This design comes from an exercise in tuning for small area on the open sky130 flow, not from production work.
Function was checked by simulation only, so behaviour that the tests miss may differ from the original.
Power is estimated from default activity; no workload was simulated.

== run A ==
Design acceptance_temperature_tuner, start of the top module:
module acceptance_temperature_tuner (
    input  logic        i_clk,
    input  logic        i_rst_n,
    input  logic        i_in_valid,
    output logic        o_in_ready,
    input  logic        i_in_kind,
    input  logic [31:0] i_in_start_temp,
    input  logic [16:0] i_in_measured_pct,
    output logic        o_out_valid,
    input  logic        i_out_ready,
    output logic [31:0] o_out_run_temp,
    output logic [31:0] o_out_end_temp,
    output logic [23:0] o_out_run_length,
    output logic [1:0]  o_out_status,
    input  logic        i_cfg_valid,
    output logic        o_cfg_ready,
    input  logic [2:0]  i_cfg_index,
    input  logic [31:0] i_cfg_data
);
export LEC_CHECK = 0
export CAP_MARGIN = 0
export CORE_MARGIN = 2
export CORE_UTILIZATION = 60
export CTS_BUF_LIST = sky130_fd_sc_hd__clkbuf_16
export CTS_CLUSTER_DIAMETER = 70
export CTS_CLUSTER_SIZE = 25
export SLEW_MARGIN = 0
create_clock -name core_clock -period 10.0 [get_ports {i_clk}]
standard.sh (not shown) runs the stock make flow with config.mk's settings and CLKGATE_MAP_FILE= SYNTH_SCRIPT=/design/flow/synth_recipe.tcl, a recipe that flattens the netlist after the stock synthesis.
==> flow/flow/run.sh <==
#!/bin/bash
# The standard layout (standard.sh: ORFS synthesis to finish), except that
# the port buffers are made from the smallest buffer cell instead of the
# clkdlybuf4s50_1 that buffer_ports picks by default. Every port still gets a
# buffer. ORFS writes each step's log under orfs/logs; the make output goes
# to standard.log here.
set -o pipefail
export BUFFER_PORTS_ARGS="-buffer_cell sky130_fd_sc_hd__buf_1"
bash standard.sh > standard.log 2>&1
[inputs] run B vs run A
Settings: CTS_CLUSTER_SIZE: 25 -> 18; CTS_CLUSTER_DIAMETER: 70 -> 120; SLEW_MARGIN: 0 -> 20; CAP_MARGIN: 0 -> 20; CTS_BUF_LIST: sky130_fd_sc_hd__clkbuf_16 -> sky130_fd_sc_hd__clkbuf_8.
Run B against run A: wire length reported by the detailed router saw little to no change, final non-filler cell total closely matched the old numbers, clock buffer count in the final layout now sits higher, minimum clock period shows a reduction of 0.018 ns, setup slack rose by 0.018 ns.
On delay of the slowest cell on the worst path, run A and run B are basically level.
Cmp run B vs run A: internal power of the cells lower in run B
Summary of run B over run A: final cell area excluding filler cells moved down; final clock period utilization by the worst path saw a decrease.
Setup changes, run B to run C
Settings: changing CTS_CLUSTER_SIZE from 18 to 26; changing CTS_BUF_LIST from sky130_fd_sc_hd__clkbuf_8 to sky130_fd_sc_hd__clkbuf_16.
## What came out
Run C reports its end point of the critical path as r_step[6] while run B reports r_temp[6]. Status: area after synthesis parity (run B, run C). Against run B, run C comes in 0.41% higher on static leakage. Re number of nets in the layout: run B was higher than run C. Area: run C vs run B -> run C larger. Per the comparison of run C with run B, total global routing track utilization fell by 0.22 points; met3 routing resource usage after global routing stayed essentially flat. For the final instance count without filler cells, run C came in about 0.6% lower than run B did.
Modified inputs, run D compared to run C
Settings: changing CTS_CLUSTER_DIAMETER from 120 to 90; changing CTS_CLUSTER_SIZE from 26 to 30.
## What came out
Relative to run C, the detailed-route wire length measured on run D has increased slightly.
Run D and run C ended up with nearly the same part of the power in registers.
Run D against run C: area of the multi-input gates essentially unchanged; time the worst path needs with I/O delays and setup increased 0.073 ns.

* * *

## the reference run
acceptance_temperature_tuner again, from the RTL that the note above started with.
clock: 10.0 ns
lec_check: 0
cap_margin: 20
core_margin: 2
core_utilization: 60
cts_buf_list: sky130_fd_sc_hd__clkbuf_4 sky130_fd_sc_hd__clkbuf_8
cts_cluster_diameter: 120
cts_cluster_size: 15
slew_margin: 20
Scripts as last shown in full above: flow/flow/run.sh
The inputs of the trial run differ from those of the reference run as listed below.
# the reference run
export LEC_CHECK = 0
export CAP_MARGIN = 20
export CORE_MARGIN = 2
export CORE_UTILIZATION = 60
export CTS_BUF_LIST = sky130_fd_sc_hd__clkbuf_4 sky130_fd_sc_hd__clkbuf_8
export CTS_CLUSTER_DIAMETER = 120
export CTS_CLUSTER_SIZE = 15
export SLEW_MARGIN = 20
create_clock -name core_clock -period 10.0 [get_ports {i_clk}]
# the trial run
export LEC_CHECK = 0
export CAP_MARGIN = 20
export CORE_MARGIN = 2
export CORE_UTILIZATION = 70
export CTS_BUF_LIST = sky130_fd_sc_hd__clkbuf_8
export CTS_CLUSTER_DIAMETER = 120
export CTS_CLUSTER_SIZE = 15
export SLEW_MARGIN = 20
create_clock -name core_clock -period 10.0 [get_ports {i_clk}]
==> comparison <==
The flow did not stop early for the trial run: all stages ran, and the layout cleared the timing, DRC and antenna checks. In the trial run the headroom to the max-slew limit turned out 2.3 points lower than in the reference run. As far as clock input transition at the sequential cells of the worst setup and hold paths is concerned, the trial run and the reference run perform about the same. The reference run has higher area enclosed by the die boundary than the trial run. In the trial run, the minimum setup slack after placement came out 0.23 ns above the value in the reference run. The trial run does worse than the reference run on leakage power figure. Looking at final area across the reference run and the trial run, the one that comes out higher is the reference run.

==> re-timing with driven ports <==
How much do the figures lean on ideal ports? The routed layouts below were timed once more, with nothing changed but the port constraints.
Step 1, drivers: a clkbuf_16 drives i_clk and a buf_2 each remaining input, both assumed.
Step 2 adds t to the input delays and takes it off the output delays; t is the mean of the earliest and latest rising clock arrival at the registers after step 1. Input paths then give back, and output paths get back, about the clock's delay inside the block.
Three values: ideal, step 1, step 2; two values: the first two.
| run | shift t [ns] | setup slack, ns | worst hold slack (ns) |
|---|---|---|---|
| run A | 0.583 | 1.147 / 1.147 / 1.147 | 0.481 / 0.481 / 0.481 |
| run B | 0.634 | 1.164 / 1.164 / 1.164 | 0.487 / 0.487 / 0.487 |
| run C | 0.559 | 1.160 / 1.160 / 1.160 | 0.483 / 0.483 / 0.483 |
| run D | 0.582 | 1.087 / 1.087 / 1.087 | 0.485 / 0.485 / 0.485 |
| the reference run | 0.646 | 1.198 / 1.198 / 1.198 | 0.483 / 0.483 / 0.483 |
| the trial run | 0.631 | 1.291 / 1.291 / 1.291 | 0.488 / 0.488 / 0.488 |
After both steps every run listed still meets setup and hold.
